Background: an optimization exercise with open tools, aiming at small area, a short achievable clock period and few clock cycles. Do not read the settings as production practice. At most, simulation tests tie the RTL to the original design; equivalence was not proved. For runs 4 to 7, only the layout was checked, not whether the RTL still works. Power is estimated from default activity; no workload was simulated.

$ cat design.v
`timescale 1ns/1ns
module chip8_cpu (
    input  logic        clk,
    input  logic        reset_i,
    output logic        mem_rd_valid_o,
    output logic [11:0] mem_rd_addr_o,
    input  logic        mem_rd_ready_i,
    input  logic [7:0]  mem_rd_data_i,
    output logic        mem_wr_valid_o,
    output logic [19:0] mem_wr_o,
    input  logic        mem_wr_ready_i
);
    logic [11:0] ra_q;
    logic        rv_q;
    logic [7:0]  hb_q;
    logic [11:1] st_q [0:15];
    logic [3:0]  sp_q;             
    logic        irv_q;
    logic [11:0] ir_q;
    logic [7:0]  ox_q, oy_q;       
    logic        d_wx, d_wf;       
    logic [2:0]  d_rs;             
    logic        d_subx;
    logic        d_skip, d_skne;
    logic        d_jv0, d_ldi, d_addi, d_bcd, d_blk;
    logic [7:0]  v_q [0:15];
    logic [11:0] i_q;
    logic        wv_q;
    logic [11:0] wa_q;
    logic [7:0]  wd_q;
    logic [11:0] na_q;             
    logic        blk_q;            
    logic        pend_q;
    logic [3:0]  idx_q;
    logic [3:0]  last_q;
    logic [1:0]  bh_q;             
    logic [6:0]  bv_q;             
    logic [11:1] ra_inc;
    logic [3:0]  x;
    logic [7:0]  kk;
    logic [11:0] nnn;
    assign x   = ir_q[11:8];
    assign kk  = ir_q[7:0];
    assign nnn = ir_q[11:0];
    logic [9:0] add_s;
    assign add_s = {1'b0, ox_q, 1'b1} + {1'b0, oy_q, d_subx};
    logic [7:0] res;
    logic       flag;
    always_comb begin
        case (d_rs)
            3'd0:    res = ~add_s[8:1];
            3'd1:    res = add_s[8:1];
            3'd2:    res = oy_q;
            3'd3:    res = ox_q | oy_q;
            3'd4:    res = ox_q & oy_q;
            3'd5:    res = ox_q ^ oy_q;
            3'd6:    res = {1'b0, ox_q[7:1]};
            default: res = {ox_q[6:0], 1'b0};
        endcase
        case (d_rs)
            3'd0:    flag = !add_s[9];
            3'd6:    flag = ox_q[0];
            3'd7:    flag = ox_q[7];
            default: flag = add_s[9];
        endcase
    end
    logic skip;
    assign skip = d_skip && ((ox_q == oy_q) ^ d_skne);
    logic issue;
    logic d_store, hazard, e_hold, e_done, e_redir, e_wr;
    logic [11:1] e_tgt;
    assign d_store = d_bcd || d_blk;
    assign hazard  = pend_q && blk_q &&
                     ((d_wx && (x >= idx_q) && (x <= last_q)) || (d_wf && (last_q == 4'hF)));
    assign e_hold  = (d_store && pend_q) || hazard;
    assign e_done  = irv_q && !e_hold;
    assign e_redir = irv_q && (skip || d_jv0);
    assign e_wr    = irv_q && !hazard;
    logic [12:0] i_sum;
    assign i_sum = {i_q, 1'b1} + {4'd0, ox_q, d_blk};
    always_comb begin
        if (d_skip) e_tgt = ra_inc;
        else        e_tgt = nnn[11:1] + {4'd0, v_q[0][7:1]} + {10'd0, nnn[0] & v_q[0][0]};
    end
    always_ff @(posedge clk) begin
        if (e_wr && d_wx) v_q[x] <= res;
        if (e_wr && d_wf) v_q[15] <= {7'd0, flag};
    end
    always_ff @(posedge clk) begin
        if (reset_i)
            i_q <= 12'd0;
        else if (irv_q && d_ldi)
            i_q <= nnn;
        else if ((irv_q && d_addi) || (issue && d_blk))
            i_q <= i_sum[12:1];
    end
    logic [7:0] lb;
    logic [3:0] op, n;
    assign lb = mem_rd_data_i;
    assign op = hb_q[7:4];
    assign n  = lb[3:0];
    logic lo_call, lo_jump, lo_ret;
    assign lo_call = (op == 4'h2);
    assign lo_jump = (op == 4'h1) || lo_call;
    assign lo_ret  = (hb_q == 8'h00) && (lb == 8'hEE);
    assign ra_inc  = ra_q[11:1] + 11'd1;
    logic lo_ok, lo_fire, hi_fire;
    assign lo_ok   = !irv_q || (!d_wx && !d_wf && !(d_store && pend_q));
    assign hi_fire = mem_rd_ready_i && !ra_q[0];
    assign lo_fire = mem_rd_ready_i && ra_q[0] && lo_ok;
    logic       port_fetch;
    logic [7:0] port;
    assign port_fetch = ra_q[0] && lo_ok && ((op == 4'h5) || (op == 4'h8) || (op == 4'h9));
    assign port       = v_q[port_fetch ? lb[7:4] : idx_q];
    logic       n_wx, n_wf, n_kk, n_subx, n_suby, n_skip, n_skne;
    logic       n_jv0, n_ldi, n_addi, n_bcd, n_blk;
    logic [2:0] n_rs;
    always_comb begin
        n_wx   = 1'b0;
        n_wf   = 1'b0;
        n_rs   = 3'd1;
        n_kk   = (op == 4'h3) || (op == 4'h4) || (op == 4'h6) || (op == 4'h7);
        n_subx = (op == 4'h8) && (n == 4'h7);
        n_suby = (op == 4'h8) && (n == 4'h5);
        n_skip = (op == 4'h3) || (op == 4'h4) ||
                 (((op == 4'h5) || (op == 4'h9)) && (n == 4'h0));
        n_skne = (op == 4'h4) || (op == 4'h9);
        n_jv0  = (op == 4'hB);
        n_ldi  = (op == 4'hA);
        n_addi = (op == 4'hF) && (lb == 8'h1E);
        n_bcd  = (op == 4'hF) && (lb == 8'h33);
        n_blk  = (op == 4'hF) && (lb == 8'h55);
        case (op)
            4'h6: begin n_wx = 1'b1; n_rs = 3'd2; end
            4'h7: begin n_wx = 1'b1; n_rs = 3'd1; end
            4'h8: begin
                n_wx = 1'b1;
                case (n)
                    4'h0: n_rs = 3'd2;
                    4'h1: n_rs = 3'd3;
                    4'h2: n_rs = 3'd4;
                    4'h3: n_rs = 3'd5;
                    4'h4, 4'h7: begin n_rs = 3'd1; n_wf = 1'b1; end
                    4'h5: begin n_rs = 3'd0; n_wf = 1'b1; end
                    4'h6: begin n_rs = 3'd6; n_wf = 1'b1; end
                    4'hE: begin n_rs = 3'd7; n_wf = 1'b1; end
                    default: n_wx = 1'b0;
                endcase
            end
            default: ;
        endcase
    end
    always_ff @(posedge clk) begin
        if (reset_i) begin
            ra_q  <= 12'h200;
            rv_q  <= 1'b0;
            irv_q <= 1'b0;
        end else begin
            rv_q <= 1'b1;
            if (e_redir)
                ra_q <= {e_tgt, 1'b0};
            else if (hi_fire)
                ra_q[0] <= 1'b1;
            else if (lo_fire) begin
                if (lo_jump)
                    ra_q <= {hb_q[3:0], lb[7:1], 1'b0};
                else if (lo_ret)
                    ra_q <= {st_q[sp_q], 1'b0};
                else
                    ra_q <= {ra_inc, 1'b0};
            end
            if (lo_fire)
                irv_q <= 1'b1;
            else if (e_done)
                irv_q <= 1'b0;
        end
    end
    always_ff @(posedge clk) begin
        if (hi_fire)
            hb_q <= lb;
        if (lo_fire) begin
            ir_q   <= {hb_q[3:0], lb};
            ox_q   <= n_blk ? {4'd0, hb_q[3:0]} :
                      (n_subx || n_suby) ? ~v_q[hb_q[3:0]] :
                      v_q[hb_q[3:0]];
            oy_q   <= n_kk ? lb : port;
            d_wx   <= n_wx;
            d_wf   <= n_wf;
            d_rs   <= n_rs;
            d_subx <= n_subx;
            d_skip <= n_skip;
            d_skne <= n_skne;
            d_jv0  <= n_jv0;
            d_ldi  <= n_ldi;
            d_addi <= n_addi;
            d_bcd  <= n_bcd;
            d_blk  <= n_blk;
        end
    end
    always_ff @(posedge clk) begin
        if (lo_fire && lo_call)
            st_q[sp_q + 4'd1] <= ra_inc;
    end
    always_ff @(posedge clk) begin
        if (reset_i)
            sp_q <= 4'hF;
        else if (lo_fire && lo_call)
            sp_q <= sp_q + 4'd1;
        else if (lo_fire && lo_ret)
            sp_q <= sp_q - 4'd1;
    end
    logic [1:0] hund;
    logic [7:0] rest;
    logic [3:0] tens, ones;
    logic [7:0] gbyte;
    assign hund  = (ox_q >= 8'd200) ? 2'd2 : (ox_q >= 8'd100) ? 2'd1 : 2'd0;
    assign rest  = ox_q - ((ox_q >= 8'd200) ? 8'd200 : (ox_q >= 8'd100) ? 8'd100 : 8'd0);
    assign tens  = bv_q / 7'd10;
    assign ones  = bv_q % 7'd10;
    assign gbyte = blk_q ? port : {4'd0, idx_q[1] ? ones : idx_q[0] ? tens : {2'd0, bh_q}};
    logic w_fire, out_free, gen_go;
    assign w_fire   = wv_q && mem_wr_ready_i;
    assign out_free = !wv_q || mem_wr_ready_i;
    assign issue    = irv_q && d_store && !pend_q;
    assign gen_go   = pend_q && out_free && !(blk_q && port_fetch);
    always_ff @(posedge clk) begin
        if (reset_i) begin
            wv_q   <= 1'b0;
            pend_q <= 1'b0;
        end else if (issue) begin
            if (out_free) begin
                wv_q   <= 1'b1;
                pend_q <= d_bcd || (x != 4'h0);
            end else begin
                pend_q <= 1'b1;
            end
        end else if (gen_go) begin
            wv_q   <= 1'b1;
            pend_q <= (idx_q != last_q);
        end else if (w_fire) begin
            wv_q <= 1'b0;
        end
    end
    always_ff @(posedge clk) begin
        if (issue) begin
            blk_q  <= d_blk;
            last_q <= d_bcd ? 4'd2 : x;
            bh_q   <= hund;
            bv_q   <= rest[6:0];
            if (out_free) begin
                wa_q  <= i_q;
                wd_q  <= d_bcd ? {6'd0, hund} : v_q[0];
                idx_q <= 4'd1;
            end else begin
                na_q  <= i_q;
                idx_q <= 4'd0;
            end
        end else if (gen_go) begin
            wa_q  <= (idx_q == 4'd0) ? na_q : wa_q + 12'd1;
            wd_q  <= gbyte;
            idx_q <= idx_q + 4'd1;
        end
    end
    assign mem_rd_valid_o = rv_q;
    assign mem_rd_addr_o  = ra_q;
    assign mem_wr_valid_o = wv_q;
    assign mem_wr_o       = {wa_q, wd_q};
endmodule
$ cat flow/run.sh
#!/bin/bash
# The standard layout, except that the port buffers are plain buffers
# (buf_4) instead of the delay cell buffer_ports picks by default.
set -euo pipefail
bash standard.sh 'BUFFER_PORTS_ARGS=-buffer_cell sky130_fd_sc_hd__buf_4' finish > standard_flow.log 2>&1
$ cat standard.sh
#!/bin/bash
# synth_recipe.tcl (not shown) runs the flow's synth.tcl, then flattens the netlist and writes it again
# the make line also repeats each setting of config.mk as NAME=value (left out here)
make -C /OpenROAD-flow-scripts/flow DESIGN_CONFIG=/design/flow/config.mk WORK_HOME=/design/flow/orfs CLKGATE_MAP_FILE= SYNTH_SCRIPT=/design/flow/synth_recipe.tcl "${@:-finish}"
$ cat constraint.sdc
create_clock -name core_clock -period 7.0 [get_ports {clk}]
set_input_delay 1.4000 -clock core_clock [delete_from_list [all_inputs] [get_ports {clk}]]
set_output_delay 1.4000 -clock core_clock [all_outputs]
set_load 0.01 [all_outputs]
$ cat config.mk
export PLATFORM = sky130hd
export DESIGN_NAME = chip8_cpu
export DESIGN_NICKNAME = chip8_cpu
export VERILOG_FILES = /design/flow/design.v
export SDC_FILE = /design/flow/constraint.sdc
export NUM_CORES = 4
export LEC_CHECK = 0
export ABC_AREA = 1
export CAP_MARGIN = 20
export CORE_MARGIN = 2
export CORE_UTILIZATION = 40
export CTS_BUF_LIST = sky130_fd_sc_hd__clkbuf_16
export CTS_CLUSTER_DIAMETER = 120
export CTS_CLUSTER_SIZE = 24
export PLACE_DENSITY = 0.6
export SETUP_SLACK_MARGIN = 4.2
export SLEW_MARGIN = 20
export TNS_END_PERCENT = 0
==> results.txt, run 1 <==
synthesized netlist cell count=2272; Net Sw Frac=27.83%; count of final setup violators=0; synth cell count leaders=edfxtp_1 (396), nand2_1 (368), inv_1 (242); Synth Cell Area=22420 µm²; family with the most delay on the worst path=simple AND/OR/NAND/NOR gates; Slew Viols, Final=0; Port Buffers=45; die outline height=240.8 µm; synthesized netlist net count=2345; Longest Clk Path Bufs=3; PnR worst setup slack=3.979 ns; width of the die=240.8 µm; pin count of the biggest net entering global routing=126; critical path's most frequent cell=nand3_1; Clk Latency, worst-skew pair=0.60 ns; core area=55310 µm²; setup slack after placement=between 3 and 4 ns; quantity of hold-fixing buffers added after cts=0; static leakage=9.552 nW; worst hold slack=around 0.47 ns; internal power=3.815 mW; number of antenna violations at the first check in global routing=1; count of nets left with antenna violations after detail routing=0; worst min path class=register to register; count of H-tree levels built during CTS=1; cell with the largest stage delay on the worst path=edfxtp_1; global-route wire length before repair=97.08 mm; nature of the critical path startpoint=register; aggregate negative setup slack=0 ns; signed area change from the synthesized netlist to the final layout=11.32%; Synth area leaders=edfxtp_1 (53%), nand2_1 (6.2%), dfxtp_1 (4.2%); count of warnings emitted by yosys=1; Final Hold Violating Endpoints=0; Data required, critical path=around 7.3 ns; Iter 0 DRT Violations=1899; cell taking the most area after synthesis=edfxtp_1; power dissipated by switching net loads=1.471 mW; Post-Syn Area per Cell=9.869 µm²; sequential cell fraction of total power=57.6%; Final GP Congestion=0.8861; number of flops mapped to enable cells by yosys=396; final worst path period need=between 3 and 4 ns; vias in the first global route=16180; final setup skew=0.04628 ns; maximum fanout along the worst path=8; share of the cycle needed by the critical path after routing=a little over two fifths; Peak VDD IR=0.1545 mV; setup repair after global routing missed its margin=true; maximum clock frequency=0.3310 GHz; IO Count=46; most frequent cell after synthesis=edfxtp_1; dpl hpwl=43.16 mm; die outline area=57960 µm²; dpl cells=2987; final cell utilization of the core=a little under half; proportion of power drawn by the clock network=27.2%; layout cells sized above 1=9.499%; number of library cell types mapped by synthesis=51; number of antenna cells inserted=0; fraction of power consumed by combinational cells=15.2%; FF+latch count, synth=443; actual slew at the worst max-slew pin=around 1.1 ns; drt total wl=65.24 mm; global-route usage over all layers=21.84%; category of the most critical setup path=register to register; total number of placement rows=86; final net count=2373; sum of overflow across all layers after global routing=0; relative slew slack=28.40%; first-pass iteration count of the detailed router=6; area share of the leading cell type in the synthesized netlist=between 50% and 60%; average wire per standard cell=21.29 µm; remaining routing DRC violations=0; CTS tree=yes; clock transition at the registers of the reported paths=0.11 ns; Sinks on Clock Net=443; commonest register cell after synthesis=edfxtp_1; critical path data arrival time=3.30 ns; sort of element at the end of the critical path=register; Starting Density=40.54%; fraction of the yosys area taken by sequential cells=57.23%; stage delay of the slowest cell on the critical path=approximately 0.57 ns; cell chain of the critical path=ha_1, nand2_1, o21bai_1, nand2_1, o21ai_0, nand3_1, o21ai_0, nand3_1, nand3_1, inv_1, nand3_2, nor2_4, buf_12; pwr/cell area=211.8 nW/µm²; Finished Layout Cells=3064; number of buffers and inverters on the critical path=2; fraction of registers with async set or reset after synthesis=0%; number of buffers created by CTS=22; status=complete, no violations; Via Count=17340; root buffer cell=clkbuf_16; max-cap viol count=0; average vias per placed instance=between 5 and 6
==> cells in the final DEF, fill, tap and decap left out, types with 6 or more instances in the layout <==
master | Yosys | layout
nor2_4 | 3 | 35
inv_1 | 242 | 253
a21oi_1 | 132 | 132
edfxtp_1 | 396 | 396
dfxtp_1 | 47 | 43
nand2_1 | 368 | 359
a221oi_1 | 8 | 8
o21ai_1 | 9 | 9
nand2_8 | 0 | 6
o221ai_1 | 37 | 37
mux2i_1 | 30 | 30
a31oi_1 | 18 | 17
o211ai_1 | 107 | 107
inv_2 | 9 | 11
nand3_1 | 152 | 150
clkbuf_16 | 0 | 22
nand2_2 | 6 | 9
nor2_1 | 224 | 189
o22ai_1 | 13 | 13
buf_12 | 0 | 15
buf_4 | 2 | 85
o21ai_0 | 178 | 178
xor2_1 | 34 | 34
ha_1 | 56 | 56
nor3_1 | 8 | 8
xnor2_1 | 19 | 19
o32ai_1 | 8 | 8
nand4_1 | 18 | 18
==> what timing repair did <==
| action | 4_1_cts | 5_1_grt |
|---|---|---|
| pin swaps | 11 | 6 |
| endpoints found under the setup margin | 420 | 449 |
| cloned | 0 | 3 |
| gates resized for setup | 40 | 12 |
| setup buffers | 21 | 12 |
==> power by group through the flow <==
stage | logic (mW) | clock network [mW] | registers (mW)
finish | 0.806 | 1.44 | 3.04
global route | 0.889 | 1.55 | 3.05
CTS | 0.761 | 1.47 | 3.05
detailed placement | 0.739 | 0 | 3.12
global placement | 0.728 | 0 | 3.12
floorplan | 0.525 | 0 | 3.08
==> worst register-to-register path, cell delays in order (launching register included) <==
cell,delay [ns]
edfxtp_1,0.57
ha_1,0.38
nand2_1,0.06
o21bai_1,0.15
nand2_1,0.05
o21ai_0,0.09
nand3_1,0.09
o21ai_0,0.07
nand3_1,0.11
nand3_1,0.24
inv_1,0.22
nand3_2,0.29
nor2_4,0.24
buf_12,0.16
==> through the flow <==
stage          instance area (µm²)  power [mW]
2_1_floorplan                22640       3.600
3_3_place_gp                 23650       3.847
3_5_place_dp                 23660       3.859
4_1_cts                      24750       5.281
5_1_grt                      24960       5.492
6_report                     24960       5.285
==> layout make-up <==
class | count | area (µm²)
clock buffers | 22 | 550.5
repair buffers | 101 | 949.7
flip-flops and latches | 443 | 12840
well taps | 748 | 935.9
clock inverters | 18 | 92.59
fillers | 5240 | 30350
multi-input cells | 1478 | 8606
inverters | 254 | 982.2
==> flip-flops by register name, summed over array words and instances (netlist names), 7 cells and up, named ones only <==
register	cells
st_q	176
v_q	128
i_q	12
ir_q	12
na_q	12
ra_q	12
wa_q	12
hb_q	8
ox_q	8
oy_q	8
wd_q	8
bv_q	7
==> metal layers <==
metal | track usage, % | part of all wire [%]
met1 | 31.65 | 44
met2 | 35.25 | 46
met3 | 2.207 | 7.6
met4 | 5.387 | 2.3
met5 | 0 | 0.020
==> final timing paths <==
kind / startpoint / depth (start not counted) / endpoint / slack, ns
setup reg to reg: ir_q[11] / 13 / v_q[14][1] / 3.98
hold / removal: v_q[15][3] / 2 / v_q[15][3] / 0.47
setup / recovery: ir_q[11] / 13 / v_q[14][1] / 3.98
hold reg to reg: v_q[15][3] / 2 / v_q[15][3] / 0.47
==> logic make-up (layout without fill, tap and decap cells) <==
kind of cell / Yosys count / after routing / share of synthesized area (%)
fa+ha+maj: 61 / 61 / 3.571
flops: 443 / 443 / 57.23
simple gates: 795 / 798 / 14.90
buf+inv: 354 / 395 / 6.239
xor+xnor: 53 / 53 / 2.070
mux: 30 / 30 / 1.339
compound gates: 536 / 536 / 14.65
Testbench counts, summed over its fixed seeds: cycles 56,560.
==> inputs of run 2 (changes only) <==
--- a/config.mk
+++ b/config.mk
@@ -15,4 +15,4 @@
 export PLACE_DENSITY = 0.6
 export SETUP_SLACK_MARGIN = 4.2
 export SLEW_MARGIN = 20
-export TNS_END_PERCENT = 0
+export TNS_END_PERCENT = 20
==> run 2 against run 1 <==
Effect of this change: still clean; cell area grew 2.5%; final cell count increased by 1.2%; sequential power is essentially flat; count of clock-buffer cells in the layout did not move; routed wire length rose by 2.3%; combinational power rose by 6.3%; critical path type unchanged; highest routed layer is now met4.
==> results.txt, run 2 <==
status=complete, no violations; total number of placement rows=86; drt total wl=about 67 mm; xor-xnor portion of the synthesized cell area=a little over 2%; Starting Density=40.54%; dpl cells=~3000; Clk Latency, worst-skew pair=0.60 ns; global-route wire length before repair=97.84 mm; nature of the critical path startpoint=register; PnR worst setup slack=roughly 4.1 ns; setup slack after placement=3.269 ns; pwr/cell area=about 210 nW/µm²; number of flip-flops in the largest register=176; mux contribution to synthesized area=~1.3%; category of the most critical setup path=register to register; proportion of power drawn by the clock network=26.6%; family with the most delay on the worst path=compound AO/OA/AOI/OAI gates; sum of overflow across all layers after global routing=0; sort of element at the end of the critical path=register; worst r2r src=ox_q[4]; largest register by flop count=st_q; synthesized netlist net count=2345; most common cell after layout, fill and taps aside=edfxtp_1; number of buffers and inverters on the critical path=1; synth cell count leaders=edfxtp_1 (396), nand2_1 (368), inv_1 (242); vias in the first global route=16340; worst reg2reg endpoint=bv_q[6]; IO Count=between 40 and 50; average wire per standard cell=21.54 µm; FF+latch count, synth=around 440; Final GP Congestion=between 0.8 and 0.9; critical path data arrival time=between 3 and 4 ns; quantity of hold-fixing buffers added after cts=0; Longest Clk Path Bufs=3; actual slew at the worst max-slew pin=1.001 ns; sequential cell fraction of total power=between 50% and 60%; Synth Cell Area=22420 µm²; number of antenna cells inserted=0; remaining routing DRC violations=0; Synth area leaders=edfxtp_1 (53%), nand2_1 (6.2%), dfxtp_1 (4.2%); number of flops mapped to enable cells by yosys=about 400; depth of the worst hold-timing path=2; maximum clock frequency=~0.34 GHz; total power of the final layout=5.319 mW; power dissipated by switching net loads=1.480 mW; CTS tree=yes; internal power=roughly 3.8 mW; final net count=2409; width of the die=240.8 µm; pin count of the biggest net entering global routing=126; stage delay of the slowest cell on the critical path=a little under 0.9 ns; cell taking the most area after synthesis=edfxtp_1; dpl hpwl=43.31 mm; worst min path class=register to register; Slew Viols, Final=0; Data required, critical path=7.35 ns; fraction of the yosys area taken by sequential cells=57.23%; signed area change from the synthesized netlist to the final layout=14.06%; Hold EP=v_q[15][1]; final worst path period need=2.915 ns; Peak VDD IR=0.1891 mV; count of final setup violators=0; count of warnings emitted by yosys=1; Sinks on Clock Net=443; count of H-tree levels built during CTS=1; biggest regs=st_q: 176 flops, v_q: 128 flops; commonest register cell after synthesis=edfxtp_1; Post-Syn Area per Cell=9.869 µm²; Worst R2R Path Depth=8; first-pass iteration count of the detailed router=6; Iter 0 DRT Violations=1854; max-cap viol count=0; fraction of registers with async set or reset after synthesis=0%; Finished Layout Cells=3100; fraction of power consumed by combinational cells=16.1%; dominant combinational cell family by area after synthesis=simple AND/OR/NAND/NOR gates; root buffer cell=clkbuf_16; die outline area=just under 60000 µm²; synthesized-area fraction occupied by adder cells=about 3.6%; post-synthesis share of cell area spent on and, or, nand and nor gates=14.90%; number of antenna violations at the first check in global routing=1; reg2reg setup slack=about 4.1 ns; layout cells sized above 1=11.86%; synthesized netlist cell count=2272; Final Hold Violating Endpoints=0; cell with the largest stage delay on the worst path=a311oi_1; cell chain of the critical path=inv_1, a311oi_1, nor2_1, ha_1, fa_1, nand2_1, a21oi_1, xor2_1; relative slew slack=between 30% and 40%; maximum fanout along the worst path=4; die outline height=240.8 µm; Port Buffers=45; aggregate negative setup slack=0 ns; most frequent cell after synthesis=edfxtp_1; core area=55310 µm²; final setup skew=between 0.05 and 0.06 ns; average vias per placed instance=5.629; Synth Area in Compound Gates=14.65%; static leakage=9.788 nW; setup repair after global routing missed its margin=true; global-route usage over all layers=22.15%; number of buffers created by CTS=22; clock transition at the registers of the reported paths=0.10 ns; count of nets left with antenna violations after detail routing=0; HP Start=v_q[15][1]; area share of the leading cell type in the synthesized netlist=53.04%; leading cell types in the layout, fill and taps excluded=edfxtp_1 (396), nand2_1 (355), inv_1 (249); number of library cell types mapped by synthesis=51; Via Count=roughly 17000; share of the cycle needed by the critical path after routing=41.64%; Net Sw Frac=27.82%
run 2: per-stage QoR:
stage               cell area, µm²  hold WS (ns)  utilization [%]
CTS                          24890        0.4681            44.99
floorplan                    22640        0.4342                -
global placement             23660        0.4518            42.78
global route                 25570        0.4971            46.24
detailed placement           23670        0.4537            42.79
finish                       25570        0.4667            46.24
run 2: power by group through the flow:
stage	combinational (mW)	clock, mW	sequential (mW)
after floorplan	0.525	0	3.08
after detailed placement	0.744	0	3.12
after global routing	0.936	1.55	3.05
after global placement	0.733	0	3.12
after CTS	0.775	1.46	3.05
final	0.857	1.42	3.05
run 2: worst max path at each step:
stage	startpoint	endpoint	slack, ns	cells past startpoint
CTS	mem_rd_data_i[1]	ox_q[5]	4.04	7
global route	ox_q[4]	bv_q[6]	4.03	8
detailed placement	mem_rd_data_i[5]	wd_q[0]	3.27	11
floorplan	mem_rd_ready_i	st_q[0][0]	3.86	6
finish	ox_q[4]	bv_q[6]	4.09	8
global placement	mem_rd_data_i[5]	wd_q[0]	3.35	11
run 2: repair_timing:
item / CTS / global route
gates resized for setup: 50 / 53
pin swaps: 12 / 17
endpoints found under the setup margin: 442 / 446
setup buffers: 30 / 36
cloned: 0 / 5
run 2: cells by family after synthesis:
family                     after synthesis
adders and majority gates               61
AOI/OAI and AO/OA                      536
muxes                                   30
DFF                                    443
buffers and inverters                  354
and+or+nand+nor                        795
xor gates and xnor gates                53
run 2: cell type report:
cell class / instances / area (µm²)
flip-flops and latches: 443 / 12840
well taps: 748 / 935.9
inverters: 254 / 1012
repair buffers: 136 / 1383
multi-input cells: 1479 / 8757
clock inverters: 18 / 92.59
fillers: 5204 / 29730
clock buffers: 22 / 550.5
run 2: tightest hold or removal path: stages (launching register included):
cell	delay, ns
dfxtp_1	0.32
nand2_1	0.06
a21oi_1	0.05
run 2: per-layer routing:
layer | share of wire, % | global-route usage [%]
met1 | 44 | 32.06
met4 | 2.3 | 5.593
met5 | 0 | 0
met3 | 8.0 | 2.699
met2 | 46 | 35.38
==> inputs of run 3 (changes only) <==
--- a/config.mk
+++ b/config.mk
@@ -8,11 +8,10 @@
 export ABC_AREA = 1
 export CAP_MARGIN = 20
 export CORE_MARGIN = 2
-export CORE_UTILIZATION = 40
+export CORE_UTILIZATION = 55
 export CTS_BUF_LIST = sky130_fd_sc_hd__clkbuf_16
 export CTS_CLUSTER_DIAMETER = 120
 export CTS_CLUSTER_SIZE = 24
-export PLACE_DENSITY = 0.6
+export PLACE_DENSITY = 0.7
 export SETUP_SLACK_MARGIN = 4.2
 export SLEW_MARGIN = 20
-export TNS_END_PERCENT = 20
==> run 3 against run 2 <==
Effect of this change: die area is 27% lower; worst setup slack better by 0.14 ns; largest cell class unchanged; register-to-register slack better by 0.17 ns; flip-flop and latch count stayed put; clock skew is 0.036 ns lower; highest routed layer unchanged; global-route usage is 8.0 points higher; synthesized area stayed put; critical endpoint is now ra_q[6]; worst hold slack better by 0.0064 ns; routed wire length is 2.5% lower; sequential share of layout area is 0.70 points higher.
==> results.txt, run 3 <==
Peak VDD IR=between 0.2 and 0.25 mV; layout cells sized above 1=12.08%; Final GP Congestion=0.9501; maximum fanout along the worst path=18; commonest register cell after synthesis=edfxtp_1; Data required, critical path=7.50 ns; final worst path period need=2.772 ns; FF+latch count, synth=between 400 and 500; final cell utilization of the core=about 63%; total power of the final layout=5.346 mW; number of flip-flops in the largest register=176; count of nets left with antenna violations after detail routing=0; die outline area=42400 µm²; status=complete, no violations; pwr/cell area=211.9 nW/µm²; power dissipated by switching net loads=around 1.5 mW; Sinks on Clock Net=between 400 and 500; count of H-tree levels built during CTS=1; final non-filler cell area=about 25000 µm²; first-pass iteration count of the detailed router=8; Net Sw Frac=27.72%; final net count=2399; Clk Latency, worst-skew pair=0.57 ns; Iter 0 DRT Violations=2405; synth cell count leaders=edfxtp_1 (396), nand2_1 (368), inv_1 (242); maximum clock frequency=0.3608 GHz; dpl hpwl=42.12 mm; leading cell types in the layout, fill and taps excluded=edfxtp_1 (396), nand2_1 (352), inv_1 (246); area of placed instances=23380 µm²; dominant combinational cell family by area after synthesis=simple AND/OR/NAND/NOR gates; Synth Area in Compound Gates=14.65%; Synth Cell Area=22420 µm²; sort of element at the end of the critical path=register; most frequent cell after synthesis=edfxtp_1; quantity of hold-fixing buffers added after cts=0; Via Count=17890; remaining routing DRC violations=0; category of the most critical setup path=input port to register; sequential cell fraction of total power=57.0%; count of warnings emitted by yosys=1; max-cap viol count=0; synthesized netlist cell count=2272; setup repair after global routing missed its margin=true; die outline height=between 200 and 250 µm; cell taking the most area after synthesis=edfxtp_1; global-route wire length before repair=96.37 mm; sum of overflow across all layers after global routing=0; fraction of registers with async set or reset after synthesis=0%; area share of the leading cell type in the synthesized netlist=53.04%; CTS tree=yes; width of the die=205.9 µm; post-synthesis share of cell area spent on and, or, nand and nor gates=14.90%; pin count of the biggest net entering global routing=about 130; clock transition at the registers of the reported paths=0.10 ns; global-route usage over all layers=between 30 and 40%; count of final setup violators=0; signed area change from the synthesized netlist to the final layout=12.51%; number of flops mapped to enable cells by yosys=396; total number of placement rows=73; number of library cell types mapped by synthesis=a little over 50; largest register by flop count=st_q; relative slew slack=28.87%; xor-xnor portion of the synthesized cell area=under 10%; average vias per placed instance=6.236; core area=40010 µm²; Longest Clk Path Bufs=3; fraction of the yosys area taken by sequential cells=between 50% and 60%; worst min path class=register to register; synthesized-area fraction occupied by adder cells=3.571%; Slew Viols, Final=0; static leakage=9.747 nW; share of the cycle needed by the critical path after routing=just under 40%; Starting Density=56.05%; Synth area leaders=edfxtp_1 (53%), nand2_1 (6.2%), dfxtp_1 (4.2%); actual slew at the worst max-slew pin=1.066 ns; mux contribution to synthesized area=1.339%; Post-Syn Area per Cell=9.869 µm²; IO Count=46; proportion of power drawn by the clock network=a little over a quarter; drt total wl=65.07 mm; aggregate negative setup slack=0 ns; final setup skew=roughly 0.021 ns; internal power=3.864 mW; Fill cells=3233; average wire per standard cell=about 23 µm; critical path data arrival time=3.28 ns; biggest regs=st_q: 176 flops, v_q: 128 flops; number of antenna violations at the first check in global routing=0; Port Buffers=45; vias in the first global route=16350; root buffer cell=clkbuf_16; nature of the critical path startpoint=input port; Final Hold Violating Endpoints=0; most common cell after layout, fill and taps aside=edfxtp_1; fraction of power consumed by combinational cells=16.2%; synthesized netlist net count=2345; number of buffers created by CTS=22
run 3: cell counts after synthesis:
No cell type changed its count.
run 3: logic make-up after synthesis:
logic type | count (synthesis)
fa+ha+maj | 61
xor+xnor | 53
simple gates | 795
buf+inv | 354
compound gates | 536
flops | 443
mux | 30
run 3: power groups by stage:
stage | Combinational, mW | Clock [mW] | Sequential (mW)
CTS | 0.786 | 1.45 | 3.05
detailed placement | 0.735 | 0 | 3.12
global placement | 0.721 | 0 | 3.12
global route | 0.941 | 1.53 | 3.05
floorplan | 0.526 | 0 | 3.08
finish | 0.865 | 1.44 | 3.04
run 3: routing by layer:
| layer | global-route usage, % | routed length [µm] | vias up |
|---|---|---|---|
| li1 | - | - | 8120 |
| met1 | 44.65 | 27110 | 8619 |
| met2 | 46.31 | 28990 | 1010 |
| met3 | 5.061 | 6917 | 142 |
| met4 | 8.214 | 2050 | 0 |
| met5 | 0 | 0 | - |
run 3: worst paths after layout:
path               startpoint         end  slack, ns  cells after the start
max          mem_rd_data_i[0]     ra_q[6]       4.23                     14
min                v_q[15][6]  v_q[15][6]       0.47                      2
max reg2reg          register     ra_q[6]       4.26                     10
min reg2reg        v_q[15][6]  v_q[15][6]       0.47                      2
run 3: final cells by class:
cell class              instances  area [µm²]  share of cell area [%]
multi-input cells            1478        8813                   34.94
flip-flops and latches        443       12840                   50.91
inverters                     254        1010                   4.003
repair buffers                127        1246                   4.940
clock inverters                17       76.32                  0.3025
clock buffers                  23       575.6                   2.282
diodes                          2       5.005                 0.01984
well taps                     525       656.9                   2.604
run 3: stage by stage:
step	std cells	hold slack, ns	worst slack [ns]
final	2869	0.4731	4.228
after global routing	2867	0.5070	4.070
after CTS	2840	0.4730	4.189
after global placement	2760	0.4511	3.310
after floorplan	2272	0.4342	3.857
after detailed placement	2761	0.4603	3.314
run 3: repair_timing:
| item | CTS | global route |
|---|---|---|
| endpoints found under the setup margin | 396 | 266 |
| buffers inserted | 36 | 24 |
| gates cloned | 3 | 1 |
| gates resized for setup | 56 | 54 |
| pin swaps | 19 | 9 |
run 3: worst max-delay path, cell delays in order:
cell and delay [ns]:
buf_4 0.16, inv_1 0.16, ha_1 0.17, nand2_1 0.06, inv_1 0.16, nand4_1 0.10
buf_4 0.18, inv_6 0.14, nor2_1 0.06, nor2_1 0.12, nand2_1 0.09, o21ai_0 0.13
nand2_1 0.17, a31oi_1 0.17
==> inputs of run 4 (changes only) <==
--- a/design.v
+++ b/design.v
@@ -16,7 +16,7 @@
     logic [11:1] st_q [0:15];
     logic [3:0]  sp_q;             
     logic        irv_q;
-    logic [11:0] ir_q;
+    logic [3:0]  ir_q;
     logic [7:0]  ox_q, oy_q;       
     logic        d_wx, d_wf;       
     logic [2:0]  d_rs;             
@@ -37,11 +37,9 @@
     logic [6:0]  bv_q;             
     logic [11:1] ra_inc;
     logic [3:0]  x;
-    logic [7:0]  kk;
     logic [11:0] nnn;
-    assign x   = ir_q[11:8];
-    assign kk  = ir_q[7:0];
-    assign nnn = ir_q[11:0];
+    assign x   = ir_q;
+    assign nnn = {ir_q, oy_q};
     logic [9:0] add_s;
     assign add_s = {1'b0, ox_q, 1'b1} + {1'b0, oy_q, d_subx};
     logic [7:0] res;
@@ -119,7 +117,8 @@
         n_wx   = 1'b0;
         n_wf   = 1'b0;
         n_rs   = 3'd1;
-        n_kk   = (op == 4'h3) || (op == 4'h4) || (op == 4'h6) || (op == 4'h7);
+        n_kk   = (op == 4'h3) || (op == 4'h4) || (op == 4'h6) || (op == 4'h7) ||
+                 (op == 4'hA) || (op == 4'hB);
         n_subx = (op == 4'h8) && (n == 4'h7);
         n_suby = (op == 4'h8) && (n == 4'h5);
         n_skip = (op == 4'h3) || (op == 4'h4) ||
@@ -179,7 +178,7 @@
         if (hi_fire)
             hb_q <= lb;
         if (lo_fire) begin
-            ir_q   <= {hb_q[3:0], lb};
+            ir_q   <= hb_q[3:0];
             ox_q   <= n_blk ? {4'd0, hb_q[3:0]} :
                       (n_subx || n_suby) ? ~v_q[hb_q[3:0]] :
                       v_q[hb_q[3:0]];
--- a/config.mk
+++ b/config.mk
@@ -8,10 +8,10 @@
 export ABC_AREA = 1
 export CAP_MARGIN = 20
 export CORE_MARGIN = 2
-export CORE_UTILIZATION = 55
+export CORE_UTILIZATION = 40
 export CTS_BUF_LIST = sky130_fd_sc_hd__clkbuf_16
 export CTS_CLUSTER_DIAMETER = 120
 export CTS_CLUSTER_SIZE = 24
-export PLACE_DENSITY = 0.7
+export PLACE_DENSITY = 0.6
 export SETUP_SLACK_MARGIN = 4.2
 export SLEW_MARGIN = 20
==> run 4 against run 3 <==
Effect of this change: largest cell class unchanged; count of clock-buffer cells in the layout did not move; largest power group unchanged; clock power barely moved; critical path type is now register to register; critical path depth fell by 2; utilization fell by 16 points; global-route usage fell by 6.9 points; via count fell by 0.41%.
==> results.txt, run 4 <==
number of flip-flops in the largest register=about 180; signed area change from the synthesized netlist to the final layout=15.93%; nature of the critical path startpoint=register; count of final setup violators=0; drt total wl=68.35 mm; die outline height=239.9 µm; most common cell after layout, fill and taps aside=edfxtp_1; max-cap viol count=0; aggregate negative setup slack=0 ns; Via Count=between 15000 and 20000; first-pass iteration count of the detailed router=6; proportion of power drawn by the clock network=roughly 27%; vias in the first global route=16870; Longest Clk Path Bufs=3; number of antenna violations at the first check in global routing=2; fraction of the yosys area taken by sequential cells=about 57%; average wire per standard cell=21.55 µm; FF+latch count, synth=435; HP Start=hb_q[0]; Port Buffers=45; count of H-tree levels built during CTS=1; setup repair after global routing missed its margin=true; pin count of the biggest net entering global routing=around 130; Clk Latency, worst-skew pair=slightly below 0.6 ns; Post-Syn Area per Cell=9.595 µm²; category of the most critical setup path=register to register; Sinks on Clock Net=435; remaining routing DRC violations=0; final cell utilization of the core=46.82%; sequential cell fraction of total power=between 50% and 60%; root buffer cell=clkbuf_16; average vias per placed instance=5.619; Fill cells=~5200; quantity of hold-fixing buffers added after cts=0; global-route wire length before repair=just over 100 mm; actual slew at the worst max-slew pin=slightly above 1 ns; leading cell types in the layout, fill and taps excluded=edfxtp_1 (388), nand2_1 (352), inv_1 (260); Final GP Congestion=0.9158; core area=55090 µm²; most frequent cell after synthesis=edfxtp_1; status=complete, no violations; dpl cells=3036; number of antenna cells inserted=0; area share of the leading cell type in the synthesized netlist=52.36%; Starting Density=40.39%; reg2reg setup slack=4.20 ns; share of the cycle needed by the critical path after routing=around 40%; power dissipated by switching net loads=1.543 mW; sort of element at the end of the critical path=register; Peak VDD IR=about 0.13 mV; final worst path period need=2.803 ns; CTS tree=yes; width of the die=239.9 µm; final net count=2480; synthesized netlist net count=2392; synth cell count leaders=edfxtp_1 (388), nand2_1 (369), inv_1 (257); synthesized netlist cell count=2319; IO Count=46; launch point of the worst path=hb_q[4]; dpl hpwl=44.33 mm; final setup skew=around 0.033 ns; Data required, critical path=roughly 7.3 ns; Slew Viols, Final=0; fraction of registers with async set or reset after synthesis=0%; count of nets left with antenna violations after detail routing=0; sum of overflow across all layers after global routing=0; number of buffers created by CTS=22; worst r2r src=hb_q[4]; biggest regs=st_q: 176 flops, v_q: 128 flops; count of warnings emitted by yosys=1; Net Sw Frac=28.64%; fraction of power consumed by combinational cells=around 18%; maximum clock frequency=around 0.36 GHz; Synth area leaders=edfxtp_1 (52%), nand2_1 (6.2%), o21ai_0 (4.8%); Final Hold Violating Endpoints=0; critical path data arrival time=3.14 ns; Finished Layout Cells=3171; maximum fanout along the worst path=9; die outline area=57530 µm²; internal power=roughly 3.8 mW; worst min path class=register to register; Synth Cell Area=22250 µm²; commonest register cell after synthesis=edfxtp_1; layout cells sized above 1=approximately 14%; worst hold slack=0.4585 ns; relative slew slack=about a third; static leakage=9.906 nW; number of flops mapped to enable cells by yosys=388; global-route usage over all layers=23.25%; pwr/cell area=between 200 and 250 nW/µm²; Iter 0 DRT Violations=between 2000 and 2500; largest register by flop count=st_q; total number of placement rows=86; clock transition at the registers of the reported paths=0.10 ns; number of library cell types mapped by synthesis=53; cell taking the most area after synthesis=edfxtp_1
[run 4: metrics by stage]
step	setup WS (ns)	instance area [µm²]	total power, mW
3_5_place_dp	3.042	23450	3.864
2_1_floorplan	3.855	22440	3.573
5_1_grt	4.107	25790	5.584
6_report	4.197	25790	5.388
3_3_place_gp	3.064	23450	3.857
4_1_cts	4.185	25270	5.362
[run 4: critical path: stages (launching register included)]
cell	delay [ns]
edfxtp_1	0.51
nor2_4	0.17
nand2_2	0.14
nand2_2	0.14
nand3_4	0.16
buf_4	0.21
o21ai_4	0.27
buf_4	0.21
nand2_1	0.05
o211ai_1	0.35
nand2_1	0.17
nand2_1	0.09
o21ai_1	0.07
[run 4: timing repair]
item | 4_1_cts | 5_1_grt
resized for setup | 72 | 58
cloned | 3 | 1
pin swaps | 33 | 17
setup endpoints to repair | 437 | 366
hold endpoints to repair | 0 | 0
buffers inserted | 65 | 26
[run 4: area by class of cell]
type	instances	area (µm²)	area share, %
flip-flops and latches	435	12600	48.86
multi-input cells	1515	8792	34.09
inverters	269	1064	4.123
clock buffers	23	575.6	2.231
well taps	748	935.9	3.628
clock inverters	17	88.84	0.3444
repair buffers	164	1735	6.728
[run 4: cell families after synthesis]
family | share of synthesized area, %
AO/OA/AOI/OAI | 15.27
XOR/XNOR | 1.889
adder cells (fa/ha/maj) | 3.599
buffers and inverters | 6.692
flip-flops | 56.59
multiplexers | 0.6298
AND/OR/NAND/NOR | 15.33
[run 4: metal layers]
layer  routed length (µm)  vias to the layer above  track usage [%]  share of wire, %
li1                     -                     8300                -                 -
met1                29910                     8657            32.31                44
met2                31310                      704            37.49                46
met3                 4992                      153            3.594               7.3
met4                 2115                        4            7.228               3.1
met5                   23                        -                0             0.034
[run 4: final timing paths]
kind,end,cells after the start
setup reg to reg,oy_q[5],12
setup / recovery,oy_q[5],12
hold / removal,ir_q[0],0
hold reg to reg,ir_q[0],0
[run 4: power by group through the flow]
stage	Clock, mW	Combinational (mW)	Sequential [mW]
4_1_cts	1.49	0.884	2.99
2_1_floorplan	0	0.542	3.03
3_5_place_dp	0	0.808	3.06
3_3_place_gp	0	0.801	3.06
5_1_grt	1.56	1.02	3.00
6_report	1.46	0.941	2.99
==> inputs of run 5 (changes only) <==
--- a/config.mk
+++ b/config.mk
@@ -13,5 +13,5 @@
 export CTS_CLUSTER_DIAMETER = 120
 export CTS_CLUSTER_SIZE = 24
 export PLACE_DENSITY = 0.6
-export SETUP_SLACK_MARGIN = 4.2
+export SETUP_SLACK_MARGIN = 4.4
 export SLEW_MARGIN = 20
==> run 5 against run 4 <==
Effect of this change: still clean; worst setup slack improved by 0.082 ns; utilization rose by 3.3 points; worst hold slack got worse by 0.027 ns; synthesized area did not move; count of clock-buffer cells in the layout did not move; sequential share of layout area fell by 3.1 points; critical path depth did not move; combinational power rose by 24%; critical endpoint is now v_q[9][4]; largest cell class unchanged; highest routed layer unchanged.
==> results.txt, run 5 <==
status=complete, no violations; final non-filler cell area=roughly 28000 µm²; pin count of the biggest net entering global routing=89; max-cap viol count=0; vias in the first global route=17350; Longest Clk Path Bufs=3; average wire per standard cell=between 20 and 25 µm; actual slew at the worst max-slew pin=between 1 and 1.5 ns; area share of the leading cell type in the synthesized netlist=52.36%; first-pass iteration count of the detailed router=7; most frequent cell after synthesis=edfxtp_1; Post-Syn Area per Cell=9.595 µm²; area of placed instances=23450 µm²; root buffer cell=clkbuf_16; worst hold slack=0.4316 ns; sum of overflow across all layers after global routing=0; biggest regs=st_q: 176 flops, v_q: 128 flops; most common cell after layout, fill and taps aside=edfxtp_1; count of H-tree levels built during CTS=1; setup slack after placement=between 3 and 4 ns; die outline area=57530 µm²; core area=55090 µm²; maximum fanout along the worst path=8; category of the most critical setup path=register to register; remaining routing DRC violations=0; CTS tree=yes; count of nets left with antenna violations after detail routing=0; drt total wl=approximately 75 mm; IO Count=46; Synth area leaders=edfxtp_1 (52%), nand2_1 (6.2%), o21ai_0 (4.8%); final worst path period need=around 2.7 ns; nature of the critical path startpoint=register; share of the cycle needed by the critical path after routing=38.88%; largest register by flop count=st_q; setup repair after global routing missed its margin=true; Starting Density=40.39%; signed area change from the synthesized netlist to the final layout=24.01%; total number of placement rows=86; Peak VDD IR=around 0.18 mV; final cell utilization of the core=50.08%; die outline height=239.9 µm; Clk Latency, worst-skew pair=0.58 ns; Final GP Congestion=between 0.9 and 1; fraction of registers with async set or reset after synthesis=0%; dpl hpwl=45.59 mm; worst min path class=register to register; total power of the final layout=approximately 5.6 mW; critical path data arrival time=3.02 ns; number of antenna cells inserted=0; quantity of hold-fixing buffers added after cts=0; final net count=between 2000 and 3000; global-route usage over all layers=24.68%; fraction of the yosys area taken by sequential cells=56.59%; Port Buffers=45; maximum clock frequency=about 0.37 GHz; synth cell count leaders=edfxtp_1 (388), nand2_1 (369), inv_1 (257); static leakage=10.64 nW; Final Hold Violating Endpoints=0; number of buffers created by CTS=22; aggregate negative setup slack=0 ns; global-route wire length before repair=107.0 mm; cell taking the most area after synthesis=edfxtp_1; FF+latch count, synth=435; average vias per placed instance=approximately 5.8; layout cells sized above 1=21.23%; Sinks on Clock Net=between 400 and 500; number of flip-flops in the largest register=between 150 and 200; commonest register cell after synthesis=edfxtp_1; PnR worst setup slack=4.278 ns; Via Count=18850; final setup skew=0.04122 ns; count of warnings emitted by yosys=1; Slew Viols, Final=0; synthesized netlist net count=around 2400; Data required, critical path=7.30 ns; relative slew slack=approximately a quarter; count of final setup violators=0; clock transition at the registers of the reported paths=0.11 ns; Finished Layout Cells=3273; Synth Cell Area=22250 µm²; pwr/cell area=203.6 nW/µm²; Iter 0 DRT Violations=about 2200; width of the die=239.9 µm; number of flops mapped to enable cells by yosys=388; synthesized netlist cell count=2319; sort of element at the end of the critical path=register; leading cell types in the layout, fill and taps excluded=edfxtp_1 (388), nand2_1 (326), inv_1 (242); dpl cells=3030; number of antenna violations at the first check in global routing=3; number of library cell types mapped by synthesis=53
run 5: cell counts after synthesis:
No cell type changed its count.
run 5: routing by layer:
layer	part of all wire (%)	global-route usage, %	up-vias
met2	45	38.88	985
met5	0.041	0	-
met1	40	33.99	9113
met4	4.9	9.957	6
met3	10	4.064	232
li1	-	-	8513
run 5: cell families after synthesis:
family                   share of synthesized area, %
XOR/XNOR                                        1.889
AND/OR/NAND/NOR                                 15.33
adder cells (fa/ha/maj)                         3.599
multiplexers                                   0.6298
buffers and inverters                           6.692
AO/OA/AOI/OAI                                   15.27
flip-flops                                      56.59
run 5: path summary, 6_finish.rpt:
path	startpoint	to	slack [ns]	cells past startpoint
setup / recovery	oy_q[3]	v_q[9][4]	4.28	12
hold / removal	hb_q[2]	ir_q[2]	0.43	0
setup reg to reg	oy_q[3]	v_q[9][4]	4.28	12
hold reg to reg	hb_q[2]	ir_q[2]	0.43	0
run 5: final cells by class:
cell class                      count  area (µm²)
Fill cell                        4943       27500
Sequential cell                   435       12620
Multi-Input combinational cell   1519        9439
Timing Repair Buffer              261        2845
Inverter                          269        1086
Tap cell                          748       935.9
Clock buffer                       23       575.6
Clock inverter                     17       80.08
Timing Repair inverter              1       5.005
run 5: report_power, final:
| group | switching (mW) | total [mW] | internal [mW] |
|---|---|---|---|
| clock network | 0.842 | 1.45 | 0.607 |
| registers | 0.0671 | 2.99 | 2.93 |
| logic | 0.736 | 1.17 | 0.438 |
| total | 1.64 | 5.62 | 3.97 |
run 5: critical path: stages, from the launching register on:
cell,delay (ns)
edfxtp_1,0.52
inv_2,0.10
ha_4,0.32
nand2_1,0.11
o21ai_2,0.14
a21oi_2,0.07
buf_4,0.16
xor2_4,0.19
nand2_2,0.08
o2111ai_4,0.12
a21oi_2,0.22
clkinvlp_4,0.20
buf_12,0.19
run 5: repair_timing:
| action | 4_1_cts | 5_1_grt |
|---|---|---|
| pin swaps | 52 | 65 |
| setup buffers | 123 | 62 |
| gates resized for setup | 165 | 159 |
| setup endpoints to repair | 506 | 447 |
| cloned | 7 | 11 |
==> inputs of run 6 (changes only) <==
--- a/config.mk
+++ b/config.mk
@@ -5,7 +5,7 @@
 export SDC_FILE = /design/flow/constraint.sdc
 export NUM_CORES = 4
 export LEC_CHECK = 0
-export ABC_AREA = 1
+export ABC_AREA = 0
 export CAP_MARGIN = 20
 export CORE_MARGIN = 2
 export CORE_UTILIZATION = 40
@@ -13,5 +13,5 @@
 export CTS_CLUSTER_DIAMETER = 120
 export CTS_CLUSTER_SIZE = 24
 export PLACE_DENSITY = 0.6
-export SETUP_SLACK_MARGIN = 4.4
+export SETUP_SLACK_MARGIN = 4.2
 export SLEW_MARGIN = 20
==> run 6 against run 5 <==
Effect of this change: register-to-register slack lost 0.53 ns; worst setup slack lost 0.53 ns; synthesized area shrank 1.9%; sequential share of layout area grew 1.6 points; synthesized cell count shrank 27%; maximum frequency shrank 16%; final cell count shrank 22%; highest routed layer unchanged.
==> results.txt, run 6 <==
final net count=approximately 1900; nature of the critical path startpoint=register; xor-xnor portion of the synthesized cell area=about 2.6%; Final Hold Violating Endpoints=0; number of flops mapped to enable cells by yosys=388; stage delay of the slowest cell on the critical path=0.51 ns; sum of overflow across all layers after global routing=0; maximum clock frequency=0.3075 GHz; drt total wl=between 60 and 70 mm; clock transition at the registers of the reported paths=~0.1 ns; Post-Syn Area per Cell=around 13 µm²; Data required, critical path=7.35 ns; average wire per standard cell=24.78 µm; root buffer cell=clkbuf_16; dominant combinational cell family by area after synthesis=multiplexers; number of flip-flops in the largest register=176; FF+latch count, synth=435; fraction of power consumed by combinational cells=17.2%; global-route wire length before repair=92.04 mm; fraction of the yosys area taken by sequential cells=about 58%; sequential cell area=12600 µm²; critical path's most frequent cell=a21oi_2; number of library cell types mapped by synthesis=81; Clk Latency, worst-skew pair=0.58 ns; count of H-tree levels built during CTS=1; number of antenna violations at the first check in global routing=2; max-cap viol count=0; final cell utilization of the core=49.31%; post-synthesis share of cell area spent on and, or, nand and nor gates=a little under a tenth; cell with the largest stage delay on the worst path=edfxtp_1; Starting Density=between 40% and 50%; count of warnings emitted by yosys=1; cell chain of the critical path=buf_6, a211o_1, a21oi_2, a21oi_2, xnor2_1, inv_1, ha_4, a21oi_2, a311o_1, a211o_1, a21oi_4, o21a_1, a211oi_2, o22ai_1, o21ba_2; actual slew at the worst max-slew pin=1.097 ns; mux contribution to synthesized area=12.30%; commonest register cell after synthesis=edfxtp_1; Finished Layout Cells=2544; share of the cycle needed by the critical path after routing=46.46%; CTS tree=yes; family with the most delay on the worst path=compound AO/OA/AOI/OAI gates; Longest Clk Path Bufs=3; dpl hpwl=39.78 mm; Iter 0 DRT Violations=1669; IO Count=46; die outline height=237.5 µm; Slew Viols, Final=0; first-pass iteration count of the detailed router=6; maximum fanout along the worst path=8; most frequent cell after synthesis=edfxtp_1; Via Count=15200; area of placed instances=between 20000 and 25000 µm²; Synth Cell Area=21820 µm²; number of buffers and inverters on the critical path=2; pwr/cell area=199.8 nW/µm²; synthesized netlist net count=1756; synthesized netlist cell count=1683; final non-filler cell area=roughly 27000 µm²; leading cell types in the layout, fill and taps excluded=edfxtp_1 (388), buf_4 (156), nand2_1 (146); most common cell after layout, fill and taps aside=edfxtp_1; synthesized-area fraction occupied by adder cells=3.716%; total number of placement rows=85; signed area change from the synthesized netlist to the final layout=21.88%; Net Sw Frac=26.75%; Synth Area in Compound Gates=between 10% and 20%; Port Buffers=45; quantity of hold-fixing buffers added after cts=0; final worst path period need=3.252 ns; dpl cells=around 2300; Synth area leaders=edfxtp_1 (53%), mux4_2 (10%), dfxtp_1 (4.3%); layout cells sized above 1=30.43%; area share of the leading cell type in the synthesized netlist=between 50% and 60%; number of buffers created by CTS=22; relative slew slack=26.86%; proportion of power drawn by the clock network=27.3%; Sinks on Clock Net=435; fraction of registers with async set or reset after synthesis=0%; width of the die=237.5 µm; core area=53920 µm²; final setup skew=0.03625 ns; vias in the first global route=14460; worst hold slack=around 0.51 ns; Final GP Congestion=0.8935; die outline area=about 56000 µm²; Fill cells=4529; power dissipated by switching net loads=about 1.4 mW; cell taking the most area after synthesis=edfxtp_1; setup repair after global routing missed its margin=true; sort of element at the end of the critical path=register; largest register by flop count=st_q; synth cell count leaders=edfxtp_1 (388), nand2_1 (155), nor2_1 (107); status=complete, no violations; count of final setup violators=0; static leakage=9.320 nW; average vias per placed instance=roughly 6.0; remaining routing DRC violations=0; count of nets left with antenna violations after detail routing=0; worst min path class=register to register; internal power=3.893 mW; sequential cell fraction of total power=55.5%; global-route usage over all layers=21.58%; biggest regs=st_q: 176 flops, v_q: 128 flops; multi-input gate area in the final layout=9856 µm²; critical path data arrival time=3.61 ns; Peak VDD IR=0.1480 mV; aggregate negative setup slack=0 ns; category of the most critical setup path=register to register; pin count of the biggest net entering global routing=48
[run 6: final cells by class]
cell class	count	area share, %
inverter	74	1.096
tap	696	3.275
antenna	1	0.009411
timing repair buffer	220	8.705
clock inverter	17	0.3059
sequential	435	47.38
clock buffer	23	2.165
multi-input combinational	1078	37.06
[run 6: cell families (layout without fill, tap and decap cells)]
| group | after synthesis | after routing |
|---|---|---|
| AO/OA/AOI/OAI | 371 | 371 |
| XOR/XNOR | 66 | 66 |
| adder cells (fa/ha/maj) | 62 | 62 |
| buffers and inverters | 179 | 334 |
| flip-flops | 435 | 435 |
| multiplexers | 145 | 152 |
| other | 0 | 1 |
| AND/OR/NAND/NOR | 425 | 427 |
[run 6: worst paths after layout]
| path | slack, ns | depth (start not counted) | endpoint | startpoint |
|---|---|---|---|---|
| max reg2reg | 3.75 | 15 | wd_q[0] | bv_q[5] |
| min reg2reg | 0.51 | 2 | i_q[7] | i_q[7] |
| min | 0.51 | 2 | i_q[7] | i_q[7] |
| max | 3.75 | 15 | wd_q[0] | bv_q[5] |
[run 6: per-stage QoR]
stage	power (mW)	setup WS [ns]
3_3_place_gp	3.697	2.573
2_1_floorplan	3.476	4.034
5_1_grt	5.485	3.597
4_1_cts	5.263	3.799
6_report	5.314	3.748
3_5_place_dp	3.710	2.503
[run 6: power groups by stage]
stage | logic (mW) | registers, mW | clock network, mW
2_1_floorplan | 0.491 | 2.98 | 0
3_3_place_gp | 0.677 | 3.02 | 0
3_5_place_dp | 0.689 | 3.02 | 0
4_1_cts | 0.838 | 2.95 | 1.48
5_1_grt | 0.968 | 2.96 | 1.56
6_report | 0.912 | 2.95 | 1.45
[run 6: timing repair]
action | 4_1_cts | 5_1_grt
setup endpoints to repair | 456 | 393
cloned | 11 | 5
pin swaps | 71 | 67
gates resized for setup | 188 | 88
endpoints found under the hold margin | 0 | 0
buffers inserted | 105 | 40
[run 6: worst min-delay path, stage by stage, from the launching register on]
cell and delay (ns):
dfxtp_1 0.35, nand2_1 0.06, a21oi_1 0.06
[run 6: layer usage]
| layer | part of all wire, % | up-vias | GRT usage, % |
|---|---|---|---|
| met4 | 2.5 | 4 | 5.622 |
| li1 | - | 6740 | - |
| met1 | 43 | 7669 | 30.95 |
| met3 | 7.5 | 105 | 3.321 |
| met2 | 47 | 680 | 34.43 |
| met5 | 0.048 | - | 0 |
==> inputs of run 7 (changes only) <==
--- a/design.v
+++ b/design.v
@@ -13,10 +13,11 @@
     logic [11:0] ra_q;
     logic        rv_q;
     logic [7:0]  hb_q;
+    logic        hb_vy_q;          
     logic [11:1] st_q [0:15];
     logic [3:0]  sp_q;             
     logic        irv_q;
-    logic [3:0]  ir_q;
+    logic [11:0] ir_q;
     logic [7:0]  ox_q, oy_q;       
     logic        d_wx, d_wf;       
     logic [2:0]  d_rs;             
@@ -37,9 +38,11 @@
     logic [6:0]  bv_q;             
     logic [11:1] ra_inc;
     logic [3:0]  x;
+    logic [7:0]  kk;
     logic [11:0] nnn;
-    assign x   = ir_q;
-    assign nnn = {ir_q, oy_q};
+    assign x   = ir_q[11:8];
+    assign kk  = ir_q[7:0];
+    assign nnn = ir_q[11:0];
     logic [9:0] add_s;
     assign add_s = {1'b0, ox_q, 1'b1} + {1'b0, oy_q, d_subx};
     logic [7:0] res;
@@ -108,7 +111,7 @@
     assign lo_fire = mem_rd_ready_i && ra_q[0] && lo_ok;
     logic       port_fetch;
     logic [7:0] port;
-    assign port_fetch = ra_q[0] && lo_ok && ((op == 4'h5) || (op == 4'h8) || (op == 4'h9));
+    assign port_fetch = ra_q[0] && lo_ok && hb_vy_q;
     assign port       = v_q[port_fetch ? lb[7:4] : idx_q];
     logic       n_wx, n_wf, n_kk, n_subx, n_suby, n_skip, n_skne;
     logic       n_jv0, n_ldi, n_addi, n_bcd, n_blk;
@@ -117,8 +120,7 @@
         n_wx   = 1'b0;
         n_wf   = 1'b0;
         n_rs   = 3'd1;
-        n_kk   = (op == 4'h3) || (op == 4'h4) || (op == 4'h6) || (op == 4'h7) ||
-                 (op == 4'hA) || (op == 4'hB);
+        n_kk   = (op == 4'h3) || (op == 4'h4) || (op == 4'h6) || (op == 4'h7);
         n_subx = (op == 4'h8) && (n == 4'h7);
         n_suby = (op == 4'h8) && (n == 4'h5);
         n_skip = (op == 4'h3) || (op == 4'h4) ||
@@ -175,10 +177,12 @@
         end
     end
     always_ff @(posedge clk) begin
-        if (hi_fire)
-            hb_q <= lb;
+        if (hi_fire) begin
+            hb_q    <= lb;
+            hb_vy_q <= (lb[7:4] == 4'h5) || (lb[7:4] == 4'h8) || (lb[7:4] == 4'h9);
+        end
         if (lo_fire) begin
-            ir_q   <= hb_q[3:0];
+            ir_q   <= {hb_q[3:0], lb};
             ox_q   <= n_blk ? {4'd0, hb_q[3:0]} :
                       (n_subx || n_suby) ? ~v_q[hb_q[3:0]] :
                       v_q[hb_q[3:0]];
--- a/config.mk
+++ b/config.mk
@@ -5,7 +5,7 @@
 export SDC_FILE = /design/flow/constraint.sdc
 export NUM_CORES = 4
 export LEC_CHECK = 0
-export ABC_AREA = 0
+export ABC_AREA = 1
 export CAP_MARGIN = 20
 export CORE_MARGIN = 2
 export CORE_UTILIZATION = 40
==> run 7 against run 6 <==
Effect of this change: still clean; final cell count rose by 23%; critical endpoint is now oy_q[6]; flip-flop and latch count increased by 9; first-iteration DRC count increased by 6.1%; largest cell class unchanged; routed wire length grew 6.6%; highest routed layer is now met4; combinational power is 2.4% higher.
==> results.txt, run 7 <==
maximum clock frequency=0.3589 GHz; root buffer cell=clkbuf_16; synthesized netlist cell count=roughly 2300; first-pass iteration count of the detailed router=6; number of flip-flops in the largest register=176; share of the cycle needed by the critical path after routing=between 30% and 40%; aggregate negative setup slack=0 ns; wire length on met3=4.713 mm; remaining routing DRC violations=0; global-route wire length before repair=100.5 mm; number of buffers and inverters on the critical path=3; critical path's most frequent cell=nand2_1; static leakage=roughly 9.7 nW; relative slew slack=a little under two fifths; FF+latch count, synth=444; max-cap viol count=0; average vias per placed instance=5.614; total number of placement rows=86; drt total wl=67.23 mm; cell chain of the critical path=buf_4, nand4_1, buf_6, buf_4, nand2_4, nand2_1, o211ai_1, nand3_1, o211ai_1, nand2_1, nand2_1, o21ai_1; final setup skew=0.03948 ns; pin count of the biggest net entering global routing=89; Hold EP=na_q[0]; critical path data arrival time=3.12 ns; die outline area=58060 µm²; die outline height=around 240 µm; Sinks on Clock Net=444; sort of element at the end of the critical path=register; setup repair after global routing missed its margin=true; IO Count=46; cell with the largest stage delay on the worst path=nand2_4; length of routed met2 wiring=a little over 30 mm; count of H-tree levels built during CTS=1; leading cell types in the layout, fill and taps excluded=edfxtp_1 (397), nand2_1 (332), inv_1 (243); vias in the first global route=around 16000; Worst R2R Path Depth=8; sum of overflow across all layers after global routing=0; stage delay of the slowest cell on the critical path=0.21 ns; count of nets left with antenna violations after detail routing=0; nature of the critical path startpoint=input port; Slew Viols, Final=0; most frequent cell after synthesis=edfxtp_1; layout cells sized above 1=12.49%; fraction of the yosys area taken by sequential cells=around 57%; average wire per standard cell=approximately 22 µm; number of flops mapped to enable cells by yosys=397; worst reg2reg endpoint=ox_q[3]; cell taking the most area after synthesis=edfxtp_1; Peak VDD IR=approximately 0.24 mV; clock transition at the registers of the reported paths=0.11 ns; CTS tree=yes; family with the most delay on the worst path=simple AND/OR/NAND/NOR gates; dpl hpwl=44.18 mm; area share of the leading cell type in the synthesized netlist=53.08%; top metal layer carrying routed signals=met4; most common cell after layout, fill and taps aside=edfxtp_1; global-route usage over all layers=22.58%; Final GP Congestion=just over 0.9; depth of the worst hold-timing path=0; Iter 0 DRT Violations=1771; width of the die=241.0 µm; maximum fanout along the worst path=15; Longest Clk Path Bufs=3; commonest register cell after synthesis=edfxtp_1; final net count=2426; quantity of hold-fixing buffers added after cts=0; reg2reg setup slack=4.25 ns; Synth Cell Area=roughly 22000 µm²; Port Buffers=45; signed area change from the synthesized netlist to the final layout=13.92%; worst hold slack=0.4751 ns; Clk Latency, worst-skew pair=0.59 ns; Final Hold Violating Endpoints=0; number of antenna cells inserted=0; number of buffers created by CTS=22; count of final setup violators=0; Fill cells=5221; Post-Syn Area per Cell=slightly below 10 µm²; actual slew at the worst max-slew pin=0.9381 ns; synthesized netlist net count=2354; number of library cell types mapped by synthesis=58; worst min path class=register to register; HP Start=i_q[0]; Data required, critical path=7.34 ns; number of antenna violations at the first check in global routing=1; fraction of registers with async set or reset after synthesis=0%; Starting Density=40.61%; Via Count=17500; count of warnings emitted by yosys=1; category of the most critical setup path=input port to register; final worst path period need=~2.8 ns; Synth area leaders=edfxtp_1 (53%), nand2_1 (5.7%), o21ai_0 (4.7%); biggest regs=st_q: 176 flops, v_q: 128 flops; status=complete, no violations; core area=about 55000 µm²; M1 WL=29.02 mm; pwr/cell area=212.0 nW/µm²; largest register by flop count=st_q; synth cell count leaders=edfxtp_1 (397), nand2_1 (343), nor2_1 (245)
==> run 7: through the flow <==
step	setup slack, ns	util, %	instance area [µm²]	power, mW	instances
global route	4.177	46.26	25590	5.619	3117
CTS	4.182	45.25	25030	5.374	3081
detailed placement	3.047	42.82	23680	3.913	2998
floorplan	3.890	-	22690	3.631	2281
finish	4.214	46.26	25590	5.424	3117
global placement	3.077	42.80	23670	3.901	2998
==> run 7: power by group <==
group	internal, mW	switching (mW)	leakage, nW
Combinational	0.312	0.623	5.32
Clock	0.585	0.850	0.370
Sequential	2.99	0.0661	4.01
Total	3.89	1.54	9.70
==> run 7: timing repair <==
action                                  4_1_cts  5_1_grt
gates resized for setup                      58       51
endpoints found under the setup margin      400      218
cloned                                        4        5
pin swaps                                    14       22
setup buffers                                39       31
==> run 7: cell families (layout without fill, tap and decap cells) <==
group                      after synthesis  count (layout)  synth area share, %
buffers and inverters                  352             433                6.373
adders and majority gates               61              61                3.565
DFF                                    444             444                57.27
AOI/OAI and AO/OA                      586             586                15.94
and+or+nand+nor                        774             781                14.27
muxes                                   16              16               0.7130
xor gates and xnor gates                48              48                1.872
==> run 7: layout make-up <==
| class | instances | area (µm²) | share of cell area [%] |
|---|---|---|---|
| clock buffers | 22 | 550.5 | 2.152 |
| clock inverters | 18 | 92.59 | 0.3619 |
| inverters | 250 | 988.4 | 3.863 |
| multi-input cells | 1492 | 8797 | 34.38 |
| flip-flops and latches | 444 | 12870 | 50.32 |
| well taps | 748 | 935.9 | 3.658 |
| repair buffers | 143 | 1348 | 5.267 |
==> run 7: worst max path at each step <==
stage	slack [ns]	from	cells past startpoint	to
2_1_floorplan	3.89	mem_rd_ready_i	6	st_q[0][0]
3_3_place_gp	3.08	mem_rd_data_i[4]	10	oy_q[6]
4_1_cts	4.18	ox_q[0]	15	ra_q[1]
3_5_place_dp	3.05	mem_rd_data_i[4]	10	oy_q[6]
5_1_grt	4.18	d_blk	14	oy_q[6]
6_report	4.21	mem_rd_data_i[4]	12	oy_q[6]
==> run 7: layer usage <==
layer / global-route usage, % / up-vias
li1: - / 8208
met1: 31.72 / 8402
met2: 36.33 / 768
met3: 2.528 / 122
met4: 7.856 / 0
met5: 0 / -

==> port drivers added, routing unchanged <==
How much do the figures lean on ideal ports? The routed layouts below were timed once more, with nothing changed but the port constraints. Step 1: set_driving_cell puts a clkbuf_16 on clk and a buf_2 on each other input, an assumption about the parent block. Step 2 moves the port delays by t, midway between the first and last clock arrival at a register: inputs arrive t later, outputs are due t later. That takes back most of the time a late clock gives input paths. Slacks: ideal ports / drivers / drivers and shift; pairs: ideal ports / drivers.
run | t (ns) | setup WS [ns] | clock arrival spread, ns | pins driven straight from the clock port
run 1 | 0.637 | 3.979 / 3.979 / 3.625 | 0.053 / 0.053 | 1
run 2 | 0.631 | 4.085 / 4.085 / 3.573 | 0.058 / 0.057 | 1
run 3 | 0.622 | 4.228 / 4.261 / 3.641 | 0.022 / 0.022 | 1
run 4 | 0.637 | 4.197 / 4.197 / 3.593 | 0.034 / 0.035 | 1
run 5 | 0.617 | 4.278 / 4.251 / 3.634 | 0.041 / 0.041 | 1
run 6 | 0.633 | 3.748 / 3.748 / 3.561 | 0.045 / 0.045 | 1
run 7 | 0.631 | 4.214 / 4.187 / 3.561 | 0.039 / 0.040 | 1
After both steps every run listed still meets setup and hold. For run 7, which loses most, drivers alone change the setup slack by -0.027 ns; drivers and shift together by -0.653 ns.
